This is an optimization exercise on Yosys and OpenROAD, whose aim is small area, not a production implementation. Only simulation tests tie the RTL to the original design; equivalence was not proved. Power and IR drop assume default switching activity.

## gf_vme_interface
module gf_vme_interface
(
	input  logic                                   clk,
	input  logic                                   rst,
	input  logic                                   mezzanine_sel,
	input  logic                                   cmd_valid,
	output logic                                   cmd_ready,
	input  logic                                   cmd_write,
	input  logic [16-1:0]                  cmd_addr,
	input  logic [32-1:0]                  cmd_wdata,
	input  logic                                   cmd_mezzanine,
	output logic                                   rsp_valid,
	input  logic                                   rsp_ready,
	output logic [32-1:0]                  rsp_rdata,
	output logic [32-1:0]                  local_add,
	output logic [32-1:0]                  control,
	output logic [32-1:0]                  dcm,
	output logic                                   dcm_write,
	output logic [32-1:0]                  chi2cut,
	output logic [32-1:0]                  phioffset_w0w1,
	output logic [32-1:0]                  phioffset_w2w3,
	output logic [32-1:0]                  sectors,
	output logic [32-1:0]                  cdf_error_mask,
	output logic [32-1:0]                  svt_error_mask,
	input  logic [32-1:0]                  gf_status,
	input  logic [32-1:0]                  last_50h,
	input  logic [3:0][32-1:0]             wedge_status,
	output logic [3:0]                             clear_wedge_status,
	input  logic [32-1:0]                  error_reg,
	output logic                                   clear_error,
	input  logic [4-1:0][32-1:0] spy_counter,
	input  logic [32-1:0]                  spy_word,
	output logic                                   spy_read,
	output logic [1:0]                             spy_sel,
	output logic [9-1:0]             spy_addr,
	output logic [4-1:0]                 spy_reset
);
export LEC_CHECK = 0
export CAP_MARGIN = 20
export CORE_AREA = 2.3 2.72 417.7 73.44
export DIE_AREA = 0 0 420 76
export SLEW_MARGIN = 20
create_clock -name core_clock -period 4.0 [get_ports {clk}]
standard.sh (not shown) runs the stock make flow with config.mk's settings and CLKGATE_MAP_FILE= SYNTH_SCRIPT=/design/flow/synth_recipe.tcl, a recipe that flattens the netlist after the stock synthesis.
==> flow/flow/run.sh <==
#!/bin/bash
# Standard ORFS layout (the standard.sh) with these changes:
#  - the port buffers that buffer_ports inserts use the smallest buffer cell
#    instead of the library's default pick;
#  - clock tree synthesis adds no dummy loads and clusters up to 14 sinks under clkbuf_8 leaf buffers
# Every tool's output goes to standard.log.
set -o pipefail
export BUFFER_PORTS_ARGS="-buffer_cell sky130_fd_sc_hd__buf_1"
export CTS_ARGS="-sink_clustering_enable -repair_clock_nets -dont_use_dummy_load -root_buf sky130_fd_sc_hd__clkbuf_16 -buf_list sky130_fd_sc_hd__clkbuf_8 -sink_clustering_size 14 -sink_clustering_max_diameter 35"
bash standard.sh > standard.log 2>&1
==> next run, changes <==
==> flow/flow/run.sh (replaced) <==
#!/bin/bash
# Standard ORFS layout (the standard.sh) with two changes:
#  - the port buffers that buffer_ports inserts use the smallest buffer cell
#    instead of the library's default pick;
#  - clock tree synthesis does not add dummy loads.
# Every tool's output goes to standard.log.
set -o pipefail
export BUFFER_PORTS_ARGS="-buffer_cell sky130_fd_sc_hd__buf_1"
export CTS_ARGS="-sink_clustering_enable -repair_clock_nets -dont_use_dummy_load"
bash standard.sh > standard.log 2>&1
CORE_AREA = 2.3 2.72 417.7 59.84   (was 2.3 2.72 417.7 73.44)
DIE_AREA = 0 0 420 64   (was 0 0 420 76)
After rerunning: The changed run went through all stages and came out clean. First-iteration DRC count rose by 34%. Non-clock buffer count came out lower by 4. Routed wire length climbs by 7.4%. Setup slack gets worse by 0.19 ns. Critical path depth increases by 2. Sequential power barely changes. Design area stays flat. Clock power goes up by 19%. Utilization rose by 15 points. Power went up by 6.3%. Cell count went down by 3.7%.
==> next run, changes <==
==> flow/run.sh (new file) <==
#!/bin/bash
# synth_recipe.tcl (not shown) runs the flow's synth.tcl, then flattens the netlist and writes it again
# the make line also repeats each setting of config.mk as NAME=value (left out here)
make -C /OpenROAD-flow-scripts/flow DESIGN_CONFIG=/design/flow/config.mk WORK_HOME=/design/flow/orfs CLKGATE_MAP_FILE= SYNTH_SCRIPT=/design/flow/synth_recipe.tcl finish
CORE_AREA = 2.3 2.72 457.7 87.04   (was 2.3 2.72 417.7 59.84)
DIE_AREA = 0 0 460 90   (was 0 0 420 64)
removed: flow/flow/run.sh
removed: flow/standard.sh
Outcome:
- power is higher by roughly a tenth
- cell area is higher by a quarter to a third
- utilization is lower by 16 points

separate check: timing with driven ports:
In the flow no input, the clock included, has a driving cell. The finished layouts below were timed again as built, in two steps.
Step 1: set_driving_cell puts a clkbuf_16 on clk and a buf_2 on each other input, an assumption about the parent block.
Step 2 moves the port delays by t, midway between the first and last clock arrival at a register: inputs arrive t later, outputs are due t later. That takes back most of the time a late clock gives input paths.
a / b / c = ideal / step 1 / step 2; a / b = the first two.
run | t (ns) | setup slack, ns | latest minus earliest clock arrival (ns)
the first run | 0.575 | 0.904 / 0.861 / 1.237 | 0.028 / 0.029
the second run | 0.635 | 0.715 / 0.647 / 1.009 | 0.066 / 0.066
the third run | 0.635 | 0.939 / 0.879 / 1.050 | 0.019 / 0.019
After both steps setup and hold are still met in every run listed.
